What follows belongs to an exercise in optimizing a design on an open flow for small area and few clock cycles per item; a production flow would make more cautious choices. RTL that was checked went through simulation tests only; none was proved equivalent to the original. Function not checked in run 2: the RTL went through the layout flow alone.

==> flow/design.v (outline; a module is shown in full before it is edited, if it fits) <==
// module fp_mult_pipe: 1664 lines
module fp_mult_pipe #(
   parameter int EXP_W = 8,
   parameter int MAN_W = 23
) (
   input  logic                 clk,
   input  logic                 rst_n,
   input  logic                 in_valid,
   output logic                 in_ready,
   input  logic [EXP_W+MAN_W:0] x,
   input  logic [EXP_W+MAN_W:0] y,
   output logic                 out_valid,
   input  logic                 out_ready,
   output logic [EXP_W+MAN_W:0] result
   ,
   output logic [3:0]           flags
);
  // ...
==> flow/flow/run.sh <==
#!/bin/bash
# Layout flow: the standard ORFS flow (standard.sh) with three changes:
#  - synthesis skips Yosys's generic `abc -fast` pass (synth -noabc), so the full
#    adders written in the RTL reach extract_fa as written;
#  - the final ABC technology mapping uses flow/abc.script (area recovery under a
#    delay target, then gate sizing) instead of ORFS's abc_speed.script;
#  - every input port is buffered by a buf_2 and every output port by a buf_1,
#    instead of the default clkdlybuf4s50_1.
set -euo pipefail
cd "$(dirname "$0")/.."
W=$(pwd)
export FLOW_SYNTH_TCL=$W/synth_recipe.tcl
export FLOW_ABC_SCRIPT=$W/flow/abc.script
export PRE_GLOBAL_PLACE_TCL=$W/flow/ports.tcl
export BUFFER_PORTS_ARGS="-outputs -buffer_cell sky130_fd_sc_hd__buf_1"
bash standard.sh synth SYNTH_ARGS=-noabc SYNTH_SCRIPT=$W/flow/synth.tcl > synth.log 2>&1
bash standard.sh finish SYNTH_ARGS=-noabc SYNTH_SCRIPT=$W/flow/synth.tcl > layout.log 2>&1
==> flow/flow/abc.script <==
strash
ifraig
dch -f
map -D 5500
topo
stime -c
buffer -c
upsize -c -D 5500
dnsize -c -D 5500
==> flow/flow/ports.tcl <==
# Input ports get a buf_2 each; output ports get a buf_1 each (global_place.tcl's
# own buffer_ports call, through BUFFER_PORTS_ARGS in run.sh).
buffer_ports -inputs -buffer_cell sky130_fd_sc_hd__buf_2
==> flow/flow/synth.tcl <==
# The standard flow's synthesis script (synth_recipe.tcl, sourced below unchanged), with the
# technology-mapping ABC run given our own script (flow/abc.script) in place of
# ORFS's abc_speed.script.  Only the combinational mapping changes; registers are
# mapped before ABC runs and keep their standard-synthesis names and cells.
proc abc {args} {
  set i [lsearch -exact $args -script]
  if { $i >= 0 } {
    lset args [expr {$i + 1}] $::env(FLOW_ABC_SCRIPT)
    puts "flow/synth.tcl: abc -script $::env(FLOW_ABC_SCRIPT)"
  }
  yosys abc {*}$args
}
source $::env(FLOW_SYNTH_TCL)
==> flow/standard.sh <==
#!/bin/bash
# synth_recipe.tcl (not shown) runs the flow's synth.tcl, then flattens the netlist and writes it again
# the make line also repeats each setting of config.mk as NAME=value (left out here)
make -C /OpenROAD-flow-scripts/flow DESIGN_CONFIG=/design/flow/config.mk WORK_HOME=/design/flow/orfs CLKGATE_MAP_FILE= SYNTH_SCRIPT=/design/flow/synth_recipe.tcl "${@:-finish}"
==> flow/config.mk <==
export PLATFORM = sky130hd
export DESIGN_NAME = fp_mult_pipe
export DESIGN_NICKNAME = fp_mult_pipe
export VERILOG_FILES = /design/flow/design.v
export SDC_FILE = /design/flow/constraint.sdc
export NUM_CORES = 4
export LEC_CHECK = 0
export CAP_MARGIN = 20
export CORE_MARGIN = 2
export CORE_UTILIZATION = 40
export CTS_BUF_LIST = sky130_fd_sc_hd__clkbuf_8
export CTS_CLUSTER_DIAMETER = 100
export CTS_CLUSTER_SIZE = 30
export GPL_TIMING_DRIVEN = 0
export SLEW_MARGIN = 20
==> flow/constraint.sdc <==
create_clock -name core_clock -period 7.5 [get_ports {clk}]
set_input_delay 1.5000 -clock core_clock [delete_from_list [all_inputs] [get_ports {clk}]]
set_output_delay 1.5000 -clock core_clock [all_outputs]
set_load 0.01 [all_outputs]
==> reports/results.tsv, run 1 <==
metric	value	unit
status	complete, no violations	
buffer_share_of_cell_area	0.0827	
io_buffer_count	105	
first_global_vias	14100	
yosys.area_share.adder	0.415	
regToRegStartpoint	v_q	
r2r_cell_count	2	
clock_cell_area_share	0.00643	
route.met2.wl	24.7	mm
drcViolationCount	0	
worst_clock_skew	0.00824	ns
hpwl	46.7	mm
synth.avg_cell_area	8.71	um^2
globalplace.congestion	1.01	
design.seq.count	41	
first_pass_iters	5	
fp-row-count	72	
cp.buffers_inverters	4	
non_clock_buffer_count	256	
cp-end-kind	register	
reg.largest.list	ph_q x26, e_q x9, sc_q x2	
worst_path_max_delay_cell	fa_1	
setup_tns	0	ns
final.fill_count	3836	
route.antenna.remaining_nets	0	
cts_sinks	41	
via_count	14000	
Testbench counts, summed over its fixed seeds: cycles 16,008, items 16,000.
==> inputs of run 2 (changes only) <==
--- a/flow/design.v
+++ b/flow/design.v
@@ -1389,174 +1389,254 @@
    wire gg33 = gg31 | (gp32 & cg2);
    wire gp34 = gp32 & cp2;
    wire gg35 = cg1 | (cp1 & cg0);
    wire gg36 = gg33 | (gp34 & gg35);
    wire gg37 = gg29 | (gp30 & gg36);
    wire gg38 = gg19 | (gp20 & gg37);
    wire gg39 = cg23 | (cp23 & cg22);
    wire gp40 = cp23 & cp22;
-   wire gg41 = cg25 | (cp25 & cg24);
-   wire gp42 = cp25 & cp24;
-   wire gg43 = cg27 | (cp27 & cg26);
-   wire gp44 = cp27 & cp26;
-   wire gg45 = cg29 | (cp29 & cg28);
-   wire gp46 = cp29 & cp28;
-   wire gg47 = cg31 | (cp31 & cg30);
-   wire gp48 = cp31 & cp30;
-   wire gg49 = cg33 | (cp33 & cg32);
-   wire gp50 = cp33 & cp32;
-   wire gg51 = cg35 | (cp35 & cg34);
-   wire gp52 = cp35 & cp34;
-   wire gg53 = cg37 | (cp37 & cg36);
-   wire gp54 = cp37 & cp36;
-   wire gg55 = cg39 | (cp39 & cg38);
-   wire gp56 = cp39 & cp38;
-   wire gg57 = cg41 | (cp41 & cg40);
-   wire gp58 = cp41 & cp40;
-   wire gg59 = cg43 | (cp43 & cg42);
-   wire gp60 = cp43 & cp42;
-   wire gg61 = cg45 | (cp45 & cg44);
-   wire gp62 = cp45 & cp44;
-   wire gg63 = cg24 | (cp24 & gg39);
-   wire gp64 = cp24 & gp40;
-   wire gg65 = gg41 | (gp42 & gg39);
-   wire gp66 = gp42 & gp40;
-   wire gg67 = cg28 | (cp28 & gg43);
-   wire gp68 = cp28 & gp44;
-   wire gg69 = gg45 | (gp46 & gg43);
-   wire gp70 = gp46 & gp44;
-   wire gg71 = cg32 | (cp32 & gg47);
-   wire gp72 = cp32 & gp48;
-   wire gg73 = gg49 | (gp50 & gg47);
-   wire gp74 = gp50 & gp48;
-   wire gg75 = cg36 | (cp36 & gg51);
-   wire gp76 = cp36 & gp52;
-   wire gg77 = gg53 | (gp54 & gg51);
-   wire gp78 = gp54 & gp52;
-   wire gg79 = cg40 | (cp40 & gg55);
-   wire gp80 = cp40 & gp56;
-   wire gg81 = gg57 | (gp58 & gg55);
-   wire gp82 = gp58 & gp56;
-   wire gg83 = cg44 | (cp44 & gg59);
-   wire gp84 = cp44 & gp60;
-   wire gg85 = gg61 | (gp62 & gg59);
-   wire gp86 = gp62 & gp60;
-   wire gg87 = cg26 | (cp26 & gg65);
-   wire gp88 = cp26 & gp66;
-   wire gg89 = gg43 | (gp44 & gg65);
-   wire gp90 = gp44 & gp66;
-   wire gg91 = gg67 | (gp68 & gg65);
-   wire gp92 = gp68 & gp66;
-   wire gg93 = gg69 | (gp70 & gg65);
-   wire gp94 = gp70 & gp66;
-   wire gg95 = cg34 | (cp34 & gg73);
-   wire gp96 = cp34 & gp74;
-   wire gg97 = gg51 | (gp52 & gg73);
-   wire gp98 = gp52 & gp74;
-   wire gg99 = gg75 | (gp76 & gg73);
-   wire gp100 = gp76 & gp74;
-   wire gg101 = gg77 | (gp78 & gg73);
-   wire gp102 = gp78 & gp74;
-   wire gg103 = cg42 | (cp42 & gg81);
-   wire gp104 = cp42 & gp82;
-   wire gg105 = gg59 | (gp60 & gg81);
-   wire gp106 = gp60 & gp82;
-   wire gg107 = gg83 | (gp84 & gg81);
-   wire gp108 = gp84 & gp82;
-   wire gg109 = gg85 | (gp86 & gg81);
-   wire gp110 = gp86 & gp82;
-   wire gg111 = cg30 | (cp30 & gg93);
-   wire gp112 = cp30 & gp94;
-   wire gg113 = gg47 | (gp48 & gg93);
-   wire gp114 = gp48 & gp94;
-   wire gg115 = gg71 | (gp72 & gg93);
-   wire gp116 = gp72 & gp94;
-   wire gg117 = gg73 | (gp74 & gg93);
-   wire gp118 = gp74 & gp94;
-   wire gg119 = gg95 | (gp96 & gg93);
-   wire gp120 = gp96 & gp94;
-   wire gg121 = gg97 | (gp98 & gg93);
-   wire gp122 = gp98 & gp94;
-   wire gg123 = gg99 | (gp100 & gg93);
-   wire gp124 = gp100 & gp94;
-   wire gg125 = gg101 | (gp102 & gg93);
-   wire gp126 = gp102 & gp94;
-   wire gg127 = cg46 | (cp46 & gg109);
-   wire gp128 = cp46 & gp110;
-   wire gg129 = cg38 | (cp38 & gg125);
-   wire gp130 = cp38 & gp126;
-   wire gg131 = gg55 | (gp56 & gg125);
-   wire gp132 = gp56 & gp126;
-   wire gg133 = gg79 | (gp80 & gg125);
-   wire gp134 = gp80 & gp126;
-   wire gg135 = gg81 | (gp82 & gg125);
-   wire gp136 = gp82 & gp126;
-   wire gg137 = gg103 | (gp104 & gg125);
-   wire gp138 = gp104 & gp126;
-   wire gg139 = gg105 | (gp106 & gg125);
-   wire gp140 = gp106 & gp126;
-   wire gg141 = gg107 | (gp108 & gg125);
-   wire gp142 = gp108 & gp126;
-   wire gg143 = gg109 | (gp110 & gg125);
-   wire gp144 = gp110 & gp126;
-   wire gg145 = gg127 | (gp128 & gg125);
-   wire gp146 = gp128 & gp126;
+   wire gg41 = cg24 | (cp24 & cg23);
+   wire gp42 = cp24 & cp23;
+   wire gg43 = cg25 | (cp25 & cg24);
+   wire gp44 = cp25 & cp24;
+   wire gg45 = cg26 | (cp26 & cg25);
+   wire gp46 = cp26 & cp25;
+   wire gg47 = cg27 | (cp27 & cg26);
+   wire gp48 = cp27 & cp26;
+   wire gg49 = cg28 | (cp28 & cg27);
+   wire gp50 = cp28 & cp27;
+   wire gg51 = cg29 | (cp29 & cg28);
+   wire gp52 = cp29 & cp28;
+   wire gg53 = cg30 | (cp30 & cg29);
+   wire gp54 = cp30 & cp29;
+   wire gg55 = cg31 | (cp31 & cg30);
+   wire gp56 = cp31 & cp30;
+   wire gg57 = cg32 | (cp32 & cg31);
+   wire gp58 = cp32 & cp31;
+   wire gg59 = cg33 | (cp33 & cg32);
+   wire gp60 = cp33 & cp32;
+   wire gg61 = cg34 | (cp34 & cg33);
+   wire gp62 = cp34 & cp33;
+   wire gg63 = cg35 | (cp35 & cg34);
+   wire gp64 = cp35 & cp34;
+   wire gg65 = cg36 | (cp36 & cg35);
+   wire gp66 = cp36 & cp35;
+   wire gg67 = cg37 | (cp37 & cg36);
+   wire gp68 = cp37 & cp36;
+   wire gg69 = cg38 | (cp38 & cg37);
+   wire gp70 = cp38 & cp37;
+   wire gg71 = cg39 | (cp39 & cg38);
+   wire gp72 = cp39 & cp38;
+   wire gg73 = cg40 | (cp40 & cg39);
+   wire gp74 = cp40 & cp39;
+   wire gg75 = cg41 | (cp41 & cg40);
+   wire gp76 = cp41 & cp40;
+   wire gg77 = cg42 | (cp42 & cg41);
+   wire gp78 = cp42 & cp41;
+   wire gg79 = cg43 | (cp43 & cg42);
+   wire gp80 = cp43 & cp42;
+   wire gg81 = cg44 | (cp44 & cg43);
+   wire gp82 = cp44 & cp43;
+   wire gg83 = cg45 | (cp45 & cg44);
+   wire gp84 = cp45 & cp44;
+   wire gg85 = cg46 | (cp46 & cg45);
+   wire gp86 = cp46 & cp45;
+   wire gg87 = gg41 | (gp42 & cg22);
+   wire gp88 = gp42 & cp22;
+   wire gg89 = gg43 | (gp44 & gg39);
+   wire gp90 = gp44 & gp40;
+   wire gg91 = gg45 | (gp46 & gg41);
+   wire gp92 = gp46 & gp42;
+   wire gg93 = gg47 | (gp48 & gg43);
+   wire gp94 = gp48 & gp44;
+   wire gg95 = gg49 | (gp50 & gg45);
+   wire gp96 = gp50 & gp46;
+   wire gg97 = gg51 | (gp52 & gg47);
+   wire gp98 = gp52 & gp48;
+   wire gg99 = gg53 | (gp54 & gg49);
+   wire gp100 = gp54 & gp50;
+   wire gg101 = gg55 | (gp56 & gg51);
+   wire gp102 = gp56 & gp52;
+   wire gg103 = gg57 | (gp58 & gg53);
+   wire gp104 = gp58 & gp54;
+   wire gg105 = gg59 | (gp60 & gg55);
+   wire gp106 = gp60 & gp56;
+   wire gg107 = gg61 | (gp62 & gg57);
+   wire gp108 = gp62 & gp58;
+   wire gg109 = gg63 | (gp64 & gg59);
+   wire gp110 = gp64 & gp60;
+   wire gg111 = gg65 | (gp66 & gg61);
+   wire gp112 = gp66 & gp62;
+   wire gg113 = gg67 | (gp68 & gg63);
+   wire gp114 = gp68 & gp64;
+   wire gg115 = gg69 | (gp70 & gg65);
+   wire gp116 = gp70 & gp66;
+   wire gg117 = gg71 | (gp72 & gg67);
+   wire gp118 = gp72 & gp68;
+   wire gg119 = gg73 | (gp74 & gg69);
+   wire gp120 = gp74 & gp70;
+   wire gg121 = gg75 | (gp76 & gg71);
+   wire gp122 = gp76 & gp72;
+   wire gg123 = gg77 | (gp78 & gg73);
+   wire gp124 = gp78 & gp74;
+   wire gg125 = gg79 | (gp80 & gg75);
+   wire gp126 = gp80 & gp76;
+   wire gg127 = gg81 | (gp82 & gg77);
+   wire gp128 = gp82 & gp78;
+   wire gg129 = gg83 | (gp84 & gg79);
+   wire gp130 = gp84 & gp80;
+   wire gg131 = gg85 | (gp86 & gg81);
+   wire gp132 = gp86 & gp82;
+   wire gg133 = gg91 | (gp92 & cg22);
+   wire gp134 = gp92 & cp22;
+   wire gg135 = gg93 | (gp94 & gg39);
+   wire gp136 = gp94 & gp40;
+   wire gg137 = gg95 | (gp96 & gg87);
+   wire gp138 = gp96 & gp88;
+   wire gg139 = gg97 | (gp98 & gg89);
+   wire gp140 = gp98 & gp90;
+   wire gg141 = gg99 | (gp100 & gg91);
+   wire gp142 = gp100 & gp92;
+   wire gg143 = gg101 | (gp102 & gg93);
+   wire gp144 = gp102 & gp94;
+   wire gg145 = gg103 | (gp104 & gg95);
+   wire gp146 = gp104 & gp96;
+   wire gg147 = gg105 | (gp106 & gg97);
+   wire gp148 = gp106 & gp98;
+   wire gg149 = gg107 | (gp108 & gg99);
+   wire gp150 = gp108 & gp100;
+   wire gg151 = gg109 | (gp110 & gg101);
+   wire gp152 = gp110 & gp102;
+   wire gg153 = gg111 | (gp112 & gg103);
+   wire gp154 = gp112 & gp104;
+   wire gg155 = gg113 | (gp114 & gg105);
+   wire gp156 = gp114 & gp106;
+   wire gg157 = gg115 | (gp116 & gg107);
+   wire gp158 = gp116 & gp108;
+   wire gg159 = gg117 | (gp118 & gg109);
+   wire gp160 = gp118 & gp110;
+   wire gg161 = gg119 | (gp120 & gg111);
+   wire gp162 = gp120 & gp112;
+   wire gg163 = gg121 | (gp122 & gg113);
+   wire gp164 = gp122 & gp114;
+   wire gg165 = gg123 | (gp124 & gg115);
+   wire gp166 = gp124 & gp116;
+   wire gg167 = gg125 | (gp126 & gg117);
+   wire gp168 = gp126 & gp118;
+   wire gg169 = gg127 | (gp128 & gg119);
+   wire gp170 = gp128 & gp120;
+   wire gg171 = gg129 | (gp130 & gg121);
+   wire gp172 = gp130 & gp122;
+   wire gg173 = gg131 | (gp132 & gg123);
+   wire gp174 = gp132 & gp124;
+   wire gg175 = gg141 | (gp142 & cg22);
+   wire gp176 = gp142 & cp22;
+   wire gg177 = gg143 | (gp144 & gg39);
+   wire gp178 = gp144 & gp40;
+   wire gg179 = gg145 | (gp146 & gg87);
+   wire gp180 = gp146 & gp88;
+   wire gg181 = gg147 | (gp148 & gg89);
+   wire gp182 = gp148 & gp90;
+   wire gg183 = gg149 | (gp150 & gg133);
+   wire gp184 = gp150 & gp134;
+   wire gg185 = gg151 | (gp152 & gg135);
+   wire gp186 = gp152 & gp136;
+   wire gg187 = gg153 | (gp154 & gg137);
+   wire gp188 = gp154 & gp138;
+   wire gg189 = gg155 | (gp156 & gg139);
+   wire gp190 = gp156 & gp140;
+   wire gg191 = gg157 | (gp158 & gg141);
+   wire gp192 = gp158 & gp142;
+   wire gg193 = gg159 | (gp160 & gg143);
+   wire gp194 = gp160 & gp144;
+   wire gg195 = gg161 | (gp162 & gg145);
+   wire gp196 = gp162 & gp146;
+   wire gg197 = gg163 | (gp164 & gg147);
+   wire gp198 = gp164 & gp148;
+   wire gg199 = gg165 | (gp166 & gg149);
+   wire gp200 = gp166 & gp150;
+   wire gg201 = gg167 | (gp168 & gg151);
+   wire gp202 = gp168 & gp152;
+   wire gg203 = gg169 | (gp170 & gg153);
+   wire gp204 = gp170 & gp154;
+   wire gg205 = gg171 | (gp172 & gg155);
+   wire gp206 = gp172 & gp156;
+   wire gg207 = gg173 | (gp174 & gg157);
+   wire gp208 = gp174 & gp158;
+   wire gg209 = gg191 | (gp192 & cg22);
+   wire gp210 = gp192 & cp22;
+   wire gg211 = gg193 | (gp194 & gg39);
+   wire gp212 = gp194 & gp40;
+   wire gg213 = gg195 | (gp196 & gg87);
+   wire gp214 = gp196 & gp88;
+   wire gg215 = gg197 | (gp198 & gg89);
+   wire gp216 = gp198 & gp90;
+   wire gg217 = gg199 | (gp200 & gg133);
+   wire gp218 = gp200 & gp134;
+   wire gg219 = gg201 | (gp202 & gg135);
+   wire gp220 = gp202 & gp136;
+   wire gg221 = gg203 | (gp204 & gg137);
+   wire gp222 = gp204 & gp138;
+   wire gg223 = gg205 | (gp206 & gg139);
+   wire gp224 = gp206 & gp140;
+   wire gg225 = gg207 | (gp208 & gg175);
+   wire gp226 = gp208 & gp176;
    wire [47:22] psum;
    assign psum[22] = cp22 ^ gg38;
-   wire cc147 = cg22 | (cp22 & gg38);
-   assign psum[23] = cp23 ^ cc147;
-   wire cc148 = gg39 | (gp40 & gg38);
-   assign psum[24] = cp24 ^ cc148;
-   wire cc149 = gg63 | (gp64 & gg38);
-   assign psum[25] = cp25 ^ cc149;
-   wire cc150 = gg65 | (gp66 & gg38);
-   assign psum[26] = cp26 ^ cc150;
-   wire cc151 = gg87 | (gp88 & gg38);
-   assign psum[27] = cp27 ^ cc151;
-   wire cc152 = gg89 | (gp90 & gg38);
-   assign psum[28] = cp28 ^ cc152;
-   wire cc153 = gg91 | (gp92 & gg38);
-   assign psum[29] = cp29 ^ cc153;
-   wire cc154 = gg93 | (gp94 & gg38);
-   assign psum[30] = cp30 ^ cc154;
-   wire cc155 = gg111 | (gp112 & gg38);
-   assign psum[31] = cp31 ^ cc155;
-   wire cc156 = gg113 | (gp114 & gg38);
-   assign psum[32] = cp32 ^ cc156;
-   wire cc157 = gg115 | (gp116 & gg38);
-   assign psum[33] = cp33 ^ cc157;
-   wire cc158 = gg117 | (gp118 & gg38);
-   assign psum[34] = cp34 ^ cc158;
-   wire cc159 = gg119 | (gp120 & gg38);
-   assign psum[35] = cp35 ^ cc159;
-   wire cc160 = gg121 | (gp122 & gg38);
-   assign psum[36] = cp36 ^ cc160;
-   wire cc161 = gg123 | (gp124 & gg38);
-   assign psum[37] = cp37 ^ cc161;
-   wire cc162 = gg125 | (gp126 & gg38);
-   assign psum[38] = cp38 ^ cc162;
-   wire cc163 = gg129 | (gp130 & gg38);
-   assign psum[39] = cp39 ^ cc163;
-   wire cc164 = gg131 | (gp132 & gg38);
-   assign psum[40] = cp40 ^ cc164;
-   wire cc165 = gg133 | (gp134 & gg38);
-   assign psum[41] = cp41 ^ cc165;
-   wire cc166 = gg135 | (gp136 & gg38);
-   assign psum[42] = cp42 ^ cc166;
-   wire cc167 = gg137 | (gp138 & gg38);
-   assign psum[43] = cp43 ^ cc167;
-   wire cc168 = gg139 | (gp140 & gg38);
-   assign psum[44] = cp44 ^ cc168;
-   wire cc169 = gg141 | (gp142 & gg38);
-   assign psum[45] = cp45 ^ cc169;
-   wire cc170 = gg143 | (gp144 & gg38);
-   assign psum[46] = cp46 ^ cc170;
-   wire cc171 = gg145 | (gp146 & gg38);
-   assign psum[47] = cp47 ^ cc171;
+   wire cc227 = cg22 | (cp22 & gg38);
+   assign psum[23] = cp23 ^ cc227;
+   wire cc228 = gg39 | (gp40 & gg38);
+   assign psum[24] = cp24 ^ cc228;
+   wire cc229 = gg87 | (gp88 & gg38);
+   assign psum[25] = cp25 ^ cc229;
+   wire cc230 = gg89 | (gp90 & gg38);
+   assign psum[26] = cp26 ^ cc230;
+   wire cc231 = gg133 | (gp134 & gg38);
+   assign psum[27] = cp27 ^ cc231;
+   wire cc232 = gg135 | (gp136 & gg38);
+   assign psum[28] = cp28 ^ cc232;
+   wire cc233 = gg137 | (gp138 & gg38);
+   assign psum[29] = cp29 ^ cc233;
+   wire cc234 = gg139 | (gp140 & gg38);
+   assign psum[30] = cp30 ^ cc234;
+   wire cc235 = gg175 | (gp176 & gg38);
+   assign psum[31] = cp31 ^ cc235;
+   wire cc236 = gg177 | (gp178 & gg38);
+   assign psum[32] = cp32 ^ cc236;
+   wire cc237 = gg179 | (gp180 & gg38);
+   assign psum[33] = cp33 ^ cc237;
+   wire cc238 = gg181 | (gp182 & gg38);
+   assign psum[34] = cp34 ^ cc238;
+   wire cc239 = gg183 | (gp184 & gg38);
+   assign psum[35] = cp35 ^ cc239;
+   wire cc240 = gg185 | (gp186 & gg38);
+   assign psum[36] = cp36 ^ cc240;
+   wire cc241 = gg187 | (gp188 & gg38);
+   assign psum[37] = cp37 ^ cc241;
+   wire cc242 = gg189 | (gp190 & gg38);
+   assign psum[38] = cp38 ^ cc242;
+   wire cc243 = gg209 | (gp210 & gg38);
+   assign psum[39] = cp39 ^ cc243;
+   wire cc244 = gg211 | (gp212 & gg38);
+   assign psum[40] = cp40 ^ cc244;
+   wire cc245 = gg213 | (gp214 & gg38);
+   assign psum[41] = cp41 ^ cc245;
+   wire cc246 = gg215 | (gp216 & gg38);
+   assign psum[42] = cp42 ^ cc246;
+   wire cc247 = gg217 | (gp218 & gg38);
+   assign psum[43] = cp43 ^ cc247;
+   wire cc248 = gg219 | (gp220 & gg38);
+   assign psum[44] = cp44 ^ cc248;
+   wire cc249 = gg221 | (gp222 & gg38);
+   assign psum[45] = cp45 ^ cc249;
+   wire cc250 = gg223 | (gp224 & gg38);
+   assign psum[46] = cp46 ^ cc250;
+   wire cc251 = gg225 | (gp226 & gg38);
+   assign psum[47] = cp47 ^ cc251;
    assign p = {psum, 22'd0};
    localparam int LO = MAN_W - 1;
    logic [LO-1:0] orx, ory;
    logic          st_d;
    always_comb begin
       orx[0] = mx[0];
       ory[0] = my[0];
       for (int i = 1; i < LO; i++) begin
==> flow/flow/run.sh (replaced) <==
#!/bin/bash
# Layout flow: the standard ORFS flow (standard.sh) with three changes:
#  - synthesis skips Yosys's generic `abc -fast` pass (synth -noabc), so the full
#    adders written in the RTL reach extract_fa as written;
#  - the final ABC technology mapping uses flow/abc.script (area recovery under a
#    delay target, then gate sizing) instead of ORFS's abc_speed.script;
#  - every port is buffered by a buf_2 instead of the default clkdlybuf4s50_1.
set -euo pipefail
cd "$(dirname "$0")/.."
W=$(pwd)
export FLOW_SYNTH_TCL=$W/synth_recipe.tcl
export FLOW_ABC_SCRIPT=$W/flow/abc.script
export BUFFER_PORTS_ARGS="-buffer_cell sky130_fd_sc_hd__buf_2"
bash standard.sh synth SYNTH_ARGS=-noabc SYNTH_SCRIPT=$W/flow/synth.tcl > synth.log 2>&1
bash standard.sh finish SYNTH_ARGS=-noabc SYNTH_SCRIPT=$W/flow/synth.tcl > layout.log 2>&1
==> flow/config.mk (replaced) <==
export PLATFORM = sky130hd
export DESIGN_NAME = fp_mult_pipe
export DESIGN_NICKNAME = fp_mult_pipe
export VERILOG_FILES = /design/flow/design.v
export SDC_FILE = /design/flow/constraint.sdc
export NUM_CORES = 4
export LEC_CHECK = 0
export CAP_MARGIN = 20
export CORE_MARGIN = 2
export CORE_UTILIZATION = 40
export CTS_BUF_LIST = sky130_fd_sc_hd__clkbuf_8
export GPL_TIMING_DRIVEN = 0
export SLEW_MARGIN = 20
removed: flow/flow/ports.tcl
==> reports/results.tsv, run 2 <==
metric	value	unit	change
netlist_area	0.0162	mm^2	
layout.cells.most_common	fa_1		
die-area	0.0421	mm^2	
min_path_cells	2		
route.antenna.remaining_nets	0		unchanged
first_pass_iters	8		+3
highest_count_cells_in_the_layout_ignoring_fill_and_taps	251 x fa_1, 244 x xor2_1, 233 x o22ai_1, 192 x inv_1, 141 x nand2_1		
dp.cells	2519		
largest_register_by_flop_count	ph_q		
reg.largest.list	ph_q x26, e_q x9, sc_q x2		
setup.worst_path.class	primary input to register		
cts_root_buffer	clkbuf_8		
cts_sinks	41		unchanged
utilization	0.472		
postSynthRegisterBits	41		
postSynth.asyncResetShare	0.0244		
hpwl	49.8	mm	+6.7%
drcViolationCount	0		unchanged
yosys-top-cells-count	263 x xor2_1, 259 x fa_1, 245 x o22ai_1		
fmaxAchievable	136	MHz	
fp-row-count	73		+1.4%
cts-htree-levels	2		
worst_skew_pair.late_latency	0.30	ns	
drt_iter0_markers	1413		
floorplan.die.height	205	um	
first_global_vias	15000		+6.1%
final_period_minus_worst_setup_slack	7.34	ns	
routed_wl	58.9	mm	
yosysWarningCount	1		
final.fill_count	3963		+3.3%
maxSlewHeadroom	0.202		
critical_path.max_fanout	6		
synth-edff-count	40		
design.final.nets	2477		
clk_transition_reported_paths	0.08	ns	
cp-start-kind	primary input		
total_core_area	0.0398	mm^2	
cts-root-to-sink-buffers	2		
setup-violations-final	0		
synthesis.nets	2324		
layout.area.seq	0.00123	mm^2	
worst_clock_skew	0.00430	ns	-0.00394 ns
initial_core_util	0.407		
measured_slew_at_the_worst_slew_check_pin	1.19	ns	
synth.avg_cell_area	8.58	um^2	-1.5%
largest_register_ff_count	26		
areaGrowthSynthToFinish	16.1	%	
finish.cell_count_without_fillers	2566		
hold_path_class	register to register		
cp_common_cell	fa_1		
avgViaCountPerCell	5.78		
die_w	205	um	
timing.critical_path.max_delay_family	adder cells		
worstPathCellList	buf_2, ha_1, clkinvlp_4, o22ai_2, fa_1, fa_1, fa_1, fa_2, fa_2, ha_4, a21oi_2, nand2_2, a211oi_4, nand2_4, a21oi_2, nor3_1, a211oi_2, nand3b_1, o21ai_0, a21oi_1, xor2_1		
synthDistinctLibCells	47		
cpPeakStageDelay	0.66	ns	
synth_flop_cell	edfxtp_1		
r2r_cell_count	2		unchanged
gr-usage-all-layers	0.282		
synthTopCellsByArea	fa_1 32%, xor2_1 14%, o22ai_1 9.5%, ha_1 8.5%, edfxtp_1 7.4%		
synth_top_area_cell	fa_1		
globalplace.congestion	1.00		-0.61%
data_required_time_at_the_worst_endpoint	7.61	ns	
ys_seq_area_frac	0.0757		
post-synth-top-count-cell	xor2_1		
multi_input_comb_area	0.0144	mm^2	
max_cap_viols	0		
tritoncts_clock_tree	built		
finalHoldViolCount	0		
layout-drive-gt1-share	0.162		
via_count	14800		+6.2%
worst-path-stages	21		
grt_pass1_wl	89.1	mm	
finalCritPeriodShare	0.979		
overflow	0		
route.detailed.wl_per_inst	23.0	um	
cp.buffers_inverters	2		-2
synthCells	1887		
tritoncts.num_buffers	5		
grt_max_degree	32		
status	complete, no violations		
io_pins	106		
timing.final.max_slew_violations	0		
n_antenna_cell	0		
cp_data_arrival_time	7.46	ns	
netlist.area_leader.share	0.320		
worst_path_max_delay_cell	fa_2		
io_buffer_count	105		unchanged
grt_antenna_before_repair	1		
cp-end-kind	register		
run 2: cell count changes after synthesis, sizes merged, moves of 7 or more:
cell     change
a21oi       +26
o21ai       +24
xnor2       +15
a2111oi      +7
nor3         -8
nand3        +8
nor2        +17
xor2        -12
run 2: cell families after synthesis:
group                      share of synthesized area
and+or+nand+nor                               0.0969
adders and majority gates                      0.405
buffers and inverters                         0.0734
AOI/OAI and AO/OA                              0.174
DFF                                           0.0757
muxes                                       0.000618
xor gates and xnor gates                       0.174
run 2: final cells by class:
| type | instances | share of cell area |
|---|---|---|
| Buffer | 87 | 0.0295 |
| Timing Repair Buffer | 163 | 0.0542 |
| Sequential cell | 41 | 0.0652 |
| Clock inverter | 3 | 0.00366 |
| Multi-Input combinational cell | 1530 | 0.764 |
| Tap cell | 525 | 0.0349 |
| Clock buffer | 5 | 0.00366 |
| Inverter | 212 | 0.0445 |
run 2: worst paths after layout:
kind	from	endpoint	slack [ns]
setup reg to reg	v_q	ph_q[21]	6.30
hold reg to reg	v_q	v_q	0.71
max in group asynchronous	rst_n	v_q	6.47
setup / recovery	y[8]	ph_q[25]	0.16
min in group asynchronous	rst_n	v_q	0.95
hold / removal	v_q	v_q	0.71
run 2: through the flow:
stage / cell area (um^2) / hold WS, ns / setup TNS, ns / worst slack [ns]
after floorplan: 16200 / 1.20 / 0 / 0.00180
after global placement: 17400 / 1.27 / -35.92 / -1.94
after detailed placement: 17400 / 0.692 / -38.00 / -2.03
after CTS: 18100 / 0.713 / 0 / 0.00330
after global routing: 18800 / 0.769 / -0.0952 / -0.0544
final: 18800 / 0.708 / 0 / 0.157
run 2: tightest hold or removal path: stages (launching register included):
cell and delay, ns:
dfrtp_1 0.36, nand2_2 0.20, nand2_1 0.12
run 2: per-layer routing:
metal	track usage	wire length [um]	vias to the layer above
met2	0.455	26300	707
met5	0	16	-
met1	0.377	24700	7229
li1	-	-	6755
met4	0.132	3380	2
met3	0.0352	4570	151
run 2: timing repair:
action,4_1_cts,5_1_grt
pin swaps,22,24
hold buffers,0,0
endpoints found under the setup margin,26,13
setup buffers,24,32
resized for setup,125,138
gates cloned,0,0

## port drivers added, routing unchanged
The results above use ideal ports. As a check the final layouts listed here were re-extracted and re-timed, cells and wires unchanged. Step 1: set_driving_cell puts a clkbuf_16 on clk and a buf_2 on each other input, an assumption about the parent block. Step 2, shift: input delay + t, output delay - t, t = (earliest + latest rising clock arrival at the registers) / 2. This alone moves slack from input paths to output paths. Three values: ideal ports, drivers, drivers and shift; two values: the first two.
run | shift t [ns] | setup WS [ns] | hold slack, ns | slew at the worst register clock pin (ns) | pins driven straight from the clock port
run 1 | 0.334 | 0.221 / 0.213 / -0.121 | 0.811 / 0.811 / 0.811 | 0.09 / 0.09 | 1
run 2 | 0.326 | 0.157 / 0.161 / -0.165 | 0.708 / 0.708 / 0.708 | 0.08 / 0.08 | 1
With both steps, setup timing fails in run 1 and run 2, where it was met with ideal ports. For run 1, which loses most, drivers alone change the setup slack by -0.008 ns; drivers and shift together by -0.342 ns.
